Background: an optimization exercise with open tools, aiming at small area. Do not read the settings as production practice. Function was checked by simulation only, so behaviour that the tests miss may differ from the original. No activity file was given, so power comes from the tool's default toggle rates.

==> inputs of job 7271 <==
Design reg_file_mp, start of the top module:
module reg_file_mp
#(
   parameter int DATA_W   = rf_pkg::RF_DATA_W_DEF,
   parameter int ADDR_W   = rf_pkg::RF_ADDR_W_DEF,
   parameter int NRD      = 2,
   parameter int ZERO_REG = 1,
   parameter int BYPASS   = 1
) (
   input  logic                  clk,
   input  logic                  rst,
   input  logic [NRD*ADDR_W-1:0] raddr,
   output logic [NRD*DATA_W-1:0] rdata,
   input  logic                  wa_en,
   input  logic [ADDR_W-1:0]     wa_addr,
   input  logic [DATA_W-1:0]     wa_data,
   input  logic                  wb_en,
   input  logic [ADDR_W-1:0]     wb_addr,
   input  logic [DATA_W-1:0]     wb_data,
   output logic                  busy,
   output logic                  wr_collide
);
   localparam int DEPTH = 2**ADDR_W;
   localparam int NT = DEPTH + 1;
   localparam int NG = (NT + 2) / 3;
   logic [DATA_W-1:0] mem_q [1:DEPTH-1];
   logic              same_addr;
   logic              coll_q;
   rf_clear_ctrl #(
      .ADDR_W(ADDR_W)
   ) u_clr (
      .clk (clk),
      .rst (rst),
      .busy(busy)
   );
   assign same_addr = (wa_addr == wb_addr);
   for (genvar r = 1; r < DEPTH; r++) begin : g_row
      logic a_sel, b_sel, h_sel;
      assign a_sel = !busy && wa_en && (wa_addr == ADDR_W'(r));
      assign b_sel = !busy && wb_en && (wb_addr == ADDR_W'(r))
                     && !(wa_en && same_addr);
      assign h_sel = !busy && !(wa_en && (wa_addr == ADDR_W'(r)))
                     && !(wb_en && (wb_addr == ADDR_W'(r)));
      always_ff @(posedge clk) begin
         mem_q[r] <= ({DATA_W{a_sel}} & wa_data)
                   | ({DATA_W{b_sel}} & wb_data)
                   | ({DATA_W{h_sel}} & mem_q[r]);
      end
   end
   always_ff @(posedge clk) begin
      if (rst) coll_q <= 1'b0;
      else     coll_q <= wa_en && wb_en && same_addr && !busy;
   end
   assign wr_collide = coll_q;
   for (genvar g = 0; g < NRD; g++) begin : g_rd
      logic [ADDR_W-1:0] ra;
      logic              hit_a, hit_b, ok;
      logic [3*NG-1:0]   sel;
      assign ra    = raddr[g*ADDR_W +: ADDR_W];
      assign ok    = !busy && (ra != '0);
      assign hit_a = wa_en && (wa_addr == ra);
      assign hit_b = wb_en && (wb_addr == ra);
      always_comb begin
         sel    = '0;
         sel[0] = ok && hit_a;
  ...
==> module reg_file_mp, before the edit <==
module reg_file_mp
#(
   parameter int DATA_W   = rf_pkg::RF_DATA_W_DEF,
   parameter int ADDR_W   = rf_pkg::RF_ADDR_W_DEF,
   parameter int NRD      = 2,
   parameter int ZERO_REG = 1,
   parameter int BYPASS   = 1
) (
   input  logic                  clk,
   input  logic                  rst,
   input  logic [NRD*ADDR_W-1:0] raddr,
   output logic [NRD*DATA_W-1:0] rdata,
   input  logic                  wa_en,
   input  logic [ADDR_W-1:0]     wa_addr,
   input  logic [DATA_W-1:0]     wa_data,
   input  logic                  wb_en,
   input  logic [ADDR_W-1:0]     wb_addr,
   input  logic [DATA_W-1:0]     wb_data,
   output logic                  busy,
   output logic                  wr_collide
);
   localparam int DEPTH = 2**ADDR_W;
   localparam int NT = DEPTH + 1;
   localparam int NG = (NT + 2) / 3;
   logic [DATA_W-1:0] mem_q [1:DEPTH-1];
   logic              same_addr;
   logic              coll_q;
   rf_clear_ctrl #(
      .ADDR_W(ADDR_W)
   ) u_clr (
      .clk (clk),
      .rst (rst),
      .busy(busy)
   );
   assign same_addr = (wa_addr == wb_addr);
   for (genvar r = 1; r < DEPTH; r++) begin : g_row
      logic a_sel, b_sel, h_sel;
      assign a_sel = !busy && wa_en && (wa_addr == ADDR_W'(r));
      assign b_sel = !busy && wb_en && (wb_addr == ADDR_W'(r))
                     && !(wa_en && same_addr);
      assign h_sel = !busy && !(wa_en && (wa_addr == ADDR_W'(r)))
                     && !(wb_en && (wb_addr == ADDR_W'(r)));
      always_ff @(posedge clk) begin
         mem_q[r] <= ({DATA_W{a_sel}} & wa_data)
                   | ({DATA_W{b_sel}} & wb_data)
                   | ({DATA_W{h_sel}} & mem_q[r]);
      end
   end
   always_ff @(posedge clk) begin
      if (rst) coll_q <= 1'b0;
      else     coll_q <= wa_en && wb_en && same_addr && !busy;
   end
   assign wr_collide = coll_q;
   for (genvar g = 0; g < NRD; g++) begin : g_rd
      logic [ADDR_W-1:0] ra;
      logic              hit_a, hit_b, ok;
      logic [3*NG-1:0]   sel;
      assign ra    = raddr[g*ADDR_W +: ADDR_W];
      assign ok    = !busy && (ra != '0);
      assign hit_a = wa_en && (wa_addr == ra);
      assign hit_b = wb_en && (wb_addr == ra);
      always_comb begin
         sel    = '0;
         sel[0] = ok && hit_a;
         sel[1] = ok && !hit_a && hit_b;
         for (int r = 1; r < DEPTH; r++)
            sel[r+1] = ok && !hit_a && !hit_b && (ra == ADDR_W'(r));
      end
      for (genvar b = 0; b < DATA_W; b++) begin : g_bit
         logic [3*NG-1:0] src;
         logic [NG-1:0]   part_n;
         always_comb begin
            src    = '0;
            src[0] = wa_data[b];
            src[1] = wb_data[b];
            for (int r = 1; r < DEPTH; r++) src[r+1] = mem_q[r][b];
         end
         for (genvar k = 0; k < NG; k++) begin : g_grp
            rf_aoi3 u_aoi (
               .s  (sel[3*k +: 3]),
               .d  (src[3*k +: 3]),
               .y_n(part_n[k])
            );
         end
         rf_nand_red #(
            .N(NG)
         ) u_red (
            .a_n(part_n),
            .y  (rdata[g*DATA_W + b])
         );
      end
   end
endmodule
make LEC_CHECK=0 CAP_MARGIN=20 CORE_MARGIN=2 CORE_UTILIZATION=40 SLEW_MARGIN=20 SYNTH_HIERARCHICAL=1 finish   # period 10.0 ns
run.sh (not shown) runs the stock make flow with config.mk's settings and CLKGATE_MAP_FILE= SYNTH_SCRIPT=/design/flow/synth_recipe.tcl, a recipe that flattens the netlist after the stock synthesis.
==> job 2052 (differences from job 7271) <==
--- a/flow/design.v
+++ b/flow/design.v
@@ -18,2 +18,13 @@
    assign y = !(&a_n);
+endmodule
+module rf_wcell (
+   input  logic h,
+   input  logic q,
+   input  logic a,
+   input  logic wa,
+   input  logic b_n,
+   input  logic wb_n,
+   output logic d
+);
+   assign d = !((b_n | wb_n) & !((a & wa) | (h & q)));
 endmodule
@@ -74,3 +85,5 @@
    );
+   logic [DATA_W-1:0] wb_data_n;
    assign same_addr = (wa_addr == wb_addr);
+   assign wb_data_n = ~wb_data;
    for (genvar r = 1; r < DEPTH; r++) begin : g_row
@@ -82,6 +95,16 @@
                      && !(wb_en && (wb_addr == ADDR_W'(r)));
+      logic [DATA_W-1:0] mem_d;
+      for (genvar b = 0; b < DATA_W; b++) begin : g_wbit
+         rf_wcell u_wc (
+            .h   (h_sel),
+            .q   (mem_q[r][b]),
+            .a   (a_sel),
+            .wa  (wa_data[b]),
+            .b_n (!b_sel),
+            .wb_n(wb_data_n[b]),
+            .d   (mem_d[b])
+         );
+      end
       always_ff @(posedge clk) begin
-         mem_q[r] <= ({DATA_W{a_sel}} & wa_data)
-                   | ({DATA_W{b_sel}} & wb_data)
-                   | ({DATA_W{h_sel}} & mem_q[r]);
+         mem_q[r] <= mem_d;
       end
==> flow/flow/run.sh (new file) <==
#!/bin/bash
# The standard layout, with two changes: the port buffers use the smallest
# buffer cell, and the clock tree uses larger sink clusters and no dummy
# loads. The full make output goes to standard.log in this folder.
set -euo pipefail
cd "$(dirname "$0")/.."
bash standard.sh \
  "BUFFER_PORTS_ARGS=-buffer_cell sky130_fd_sc_hd__buf_1" \
  "CTS_ARGS=-sink_clustering_enable -repair_clock_nets -sink_clustering_size 40 -sink_clustering_max_diameter 60 -buf_list {sky130_fd_sc_hd__clkbuf_16 sky130_fd_sc_hd__clkbuf_8} -sink_clustering_buffer sky130_fd_sc_hd__clkbuf_16 -dont_use_dummy_load" \
  finish > standard.log 2>&1
==> flow/standard.sh (new file) <==
#!/bin/bash
# synth_recipe.tcl (not shown) runs the flow's synth.tcl, then flattens the netlist and writes it again
# the make line also repeats each setting of config.mk as NAME=value (left out here)
make -C /OpenROAD-flow-scripts/flow DESIGN_CONFIG=/design/flow/config.mk WORK_HOME=/design/flow/orfs CLKGATE_MAP_FILE= SYNTH_SCRIPT=/design/flow/synth_recipe.tcl "${@:-finish}"
removed: flow/run.sh
==> job 6453 (differences from job 7271) <==
--- a/flow/design.v
+++ b/flow/design.v
@@ -18,2 +18,37 @@
    assign y = !(&a_n);
+endmodule
+module rf_wcell (
+   input  logic h,
+   input  logic q,
+   input  logic a,
+   input  logic wa,
+   input  logic b_n,
+   input  logic wb_n,
+   output logic d
+);
+   assign d = !((b_n | wb_n) & !((a & wa) | (h & q)));
+endmodule
+module rf_and3 (
+   input  logic a,
+   input  logic b,
+   input  logic c,
+   output logic y
+);
+   assign y = a & b & c;
+endmodule
+module rf_nand3 (
+   input  logic a,
+   input  logic b,
+   input  logic c,
+   output logic y_n
+);
+   assign y_n = !(a & b & c);
+endmodule
+module rf_nor3 (
+   input  logic a,
+   input  logic b,
+   input  logic c,
+   output logic y_n
+);
+   assign y_n = !(a | b | c);
 endmodule
@@ -64,2 +99,5 @@
    localparam int NG = (NT + 2) / 3;
+   localparam int HALF = DATA_W / 2;
+   localparam int NLO = 8;
+   localparam int NHI = DEPTH / NLO;
    logic [DATA_W-1:0] mem_q [1:DEPTH-1];
@@ -67,2 +105,6 @@
    logic              coll_q;
+   logic [DATA_W-1:0] wb_data_n;
+   logic              run_a, run_b;
+   logic [NHI-1:0]    wa_hi, wb_hi;
+   logic [NLO-1:0]    wa_lo, wb_lo;
    rf_clear_ctrl #(
@@ -75,13 +117,45 @@
    assign same_addr = (wa_addr == wb_addr);
+   assign wb_data_n = ~wb_data;
+   assign run_a = !busy && wa_en;
+   assign run_b = !busy && wb_en && !(wa_en && same_addr);
+   always_comb begin
+      for (int j = 0; j < NHI; j++) begin
+         wa_hi[j] = (wa_addr[ADDR_W-1:3] == (ADDR_W-3)'(j));
+         wb_hi[j] = (wb_addr[ADDR_W-1:3] == (ADDR_W-3)'(j));
+      end
+      for (int i = 0; i < NLO; i++) begin
+         wa_lo[i] = (wa_addr[2:0] == 3'(i));
+         wb_lo[i] = (wb_addr[2:0] == 3'(i));
+      end
+   end
    for (genvar r = 1; r < DEPTH; r++) begin : g_row
-      logic a_sel, b_sel, h_sel;
-      assign a_sel = !busy && wa_en && (wa_addr == ADDR_W'(r));
-      assign b_sel = !busy && wb_en && (wb_addr == ADDR_W'(r))
-                     && !(wa_en && same_addr);
-      assign h_sel = !busy && !(wa_en && (wa_addr == ADDR_W'(r)))
-                     && !(wb_en && (wb_addr == ADDR_W'(r)));
+      logic              hit_wa, hit_wb;
+      logic [1:0]        a_sel, b_sel_n, h_sel;
+      logic [DATA_W-1:0] mem_d;
+      assign hit_wa = wa_en && (wa_addr == ADDR_W'(r));
+      assign hit_wb = wb_en && (wb_addr == ADDR_W'(r));
+      for (genvar h = 0; h < 2; h++) begin : g_half
+         rf_and3 u_a (
+            .a(run_a), .b(wa_hi[r/NLO]), .c(wa_lo[r%NLO]), .y(a_sel[h])
+         );
+         rf_nand3 u_b (
+            .a(run_b), .b(wb_hi[r/NLO]), .c(wb_lo[r%NLO]), .y_n(b_sel_n[h])
+         );
+         rf_nor3 u_h (
+            .a(busy), .b(hit_wa), .c(hit_wb), .y_n(h_sel[h])
+         );
+      end
+      for (genvar b = 0; b < DATA_W; b++) begin : g_wbit
+         rf_wcell u_wc (
+            .h   (h_sel[b/HALF]),
+            .q   (mem_q[r][b]),
+            .a   (a_sel[b/HALF]),
+            .wa  (wa_data[b]),
+            .b_n (b_sel_n[b/HALF]),
+            .wb_n(wb_data_n[b]),
+            .d   (mem_d[b])
+         );
+      end
       always_ff @(posedge clk) begin
-         mem_q[r] <= ({DATA_W{a_sel}} & wa_data)
-                   | ({DATA_W{b_sel}} & wb_data)
-                   | ({DATA_W{h_sel}} & mem_q[r]);
+         mem_q[r] <= mem_d;
       end
@@ -95,4 +169,6 @@
       logic [ADDR_W-1:0] ra;
-      logic              hit_a, hit_b, ok;
-      logic [3*NG-1:0]   sel;
+      logic              hit_a, hit_b, ok, gate;
+      logic [NHI-1:0]    ra_hi;
+      logic [NLO-1:0]    ra_lo;
+      logic [3*NG-1:0]   sel [2];
       assign ra    = raddr[g*ADDR_W +: ADDR_W];
@@ -101,8 +177,20 @@
       assign hit_b = wb_en && (wb_addr == ra);
+      assign gate  = ok && !hit_a && !hit_b;
       always_comb begin
-         sel    = '0;
-         sel[0] = ok && hit_a;
-         sel[1] = ok && !hit_a && hit_b;
-         for (int r = 1; r < DEPTH; r++)
-            sel[r+1] = ok && !hit_a && !hit_b && (ra == ADDR_W'(r));
+         for (int j = 0; j < NHI; j++)
+            ra_hi[j] = (ra[ADDR_W-1:3] == (ADDR_W-3)'(j));
+         for (int i = 0; i < NLO; i++)
+            ra_lo[i] = (ra[2:0] == 3'(i));
+      end
+      for (genvar h = 0; h < 2; h++) begin : g_half
+         assign sel[h][0] = ok && hit_a;
+         assign sel[h][1] = ok && !hit_a && hit_b;
+         for (genvar r = 1; r < DEPTH; r++) begin : g_sel
+            rf_and3 u_s (
+               .a(gate), .b(ra_hi[r/NLO]), .c(ra_lo[r%NLO]), .y(sel[h][r+1])
+            );
+         end
+         for (genvar t = NT; t < 3*NG; t++) begin : g_pad
+            assign sel[h][t] = 1'b0;
+         end
       end
@@ -119,3 +207,3 @@
             rf_aoi3 u_aoi (
-               .s  (sel[3*k +: 3]),
+               .s  (sel[b/HALF][3*k +: 3]),
                .d  (src[3*k +: 3]),
==> flow/flow/run.sh (new file) <==
#!/bin/bash
# The standard layout, with two changes: the port buffers use the smallest
# buffer cell, and the clock tree uses clkbuf_8 sink clusters and no dummy
# loads. The full make output goes to standard.log in this folder.
set -euo pipefail
cd "$(dirname "$0")/.."
bash standard.sh \
  "BUFFER_PORTS_ARGS=-buffer_cell sky130_fd_sc_hd__buf_1" \
  "CTS_ARGS=-sink_clustering_enable -repair_clock_nets -sink_clustering_size 25 -sink_clustering_max_diameter 45 -buf_list {sky130_fd_sc_hd__clkbuf_8} -sink_clustering_buffer sky130_fd_sc_hd__clkbuf_8 -dont_use_dummy_load" \
  finish > standard.log 2>&1
==> flow/standard.sh (new file) <==
#!/bin/bash
# synth_recipe.tcl (not shown) runs the flow's synth.tcl, then flattens the netlist and writes it again
# the make line also repeats each setting of config.mk as NAME=value (left out here)
make -C /OpenROAD-flow-scripts/flow DESIGN_CONFIG=/design/flow/config.mk WORK_HOME=/design/flow/orfs CLKGATE_MAP_FILE= SYNTH_SCRIPT=/design/flow/synth_recipe.tcl "${@:-finish}"
- CORE_UTILIZATION: 40 -> 50
- PLACE_DENSITY: not set -> 0.65
removed: flow/run.sh
==> comparison table <==
                                                                 job 7271       job 6453        job 2052
Worst hold start                                             mem_q[3][20]  mem_q[24][21]  u_clr.ptr_q[4]
H-tree levels                                                           3              4               3
Synthesized-area fraction occupied by and/or/nand/nor cells         7.53%          9.89%           6.93%
Gate power share                                                     3.7%           5.5%            4.6%
Total length of routed met3 wires                               52,000 um      39,800 um       44,200 um
Routed Wire Length                                             276,000 um     243,000 um      261,000 um
Run status                                       timing/DRC/antenna clean  timing/DRC/antenna clean  timing/DRC/antenna clean
Length in cells of the worst reg-to-reg path                            6              6               5
Number of well taps                                                 1,524          1,165           1,403
Critical Path Fanout Max                                               32             38              32
Worst setup timing slack at the placement stage                   1.39 ns        1.45 ns         1.74 ns
Multiplexer share of the synthesized area                         0.0753%        0.0787%         0.0807%
Worst Slack Setup Final                                           1.11 ns        1.33 ns         1.44 ns
Largest net degree at the start of global routing                      65             63              39

-- port drivers added, routing unchanged --
Ports are ideal in the flow. The routed layouts listed here were re-timed in OpenROAD.
Step 1 assumes that a clkbuf_16 drives the clock port and a buf_2 every other input.
Step 2 also shifts input and output timing later by t, the mid clock arrival at the registers, as if the neighbouring blocks saw the same clock.
a / b / c = no drivers / after step 1 / after step 2; a / b = the first two.
run | shift t [ns] | setup slack, ns | worst data-port slew with drivers (ns)
job 7271 | 0.837 | 1.108 / 1.084 / 1.084 | 0.20
job 2052 | 0.773 | 1.436 / 1.405 / 1.405 | 0.23
job 6453 | 0.925 | 1.329 / 1.259 / 1.259 | 0.20
After both steps setup and hold are still met in every run listed. For job 6453, which loses most, drivers alone change the setup slack by -0.070 ns; drivers and shift together by -0.070 ns.
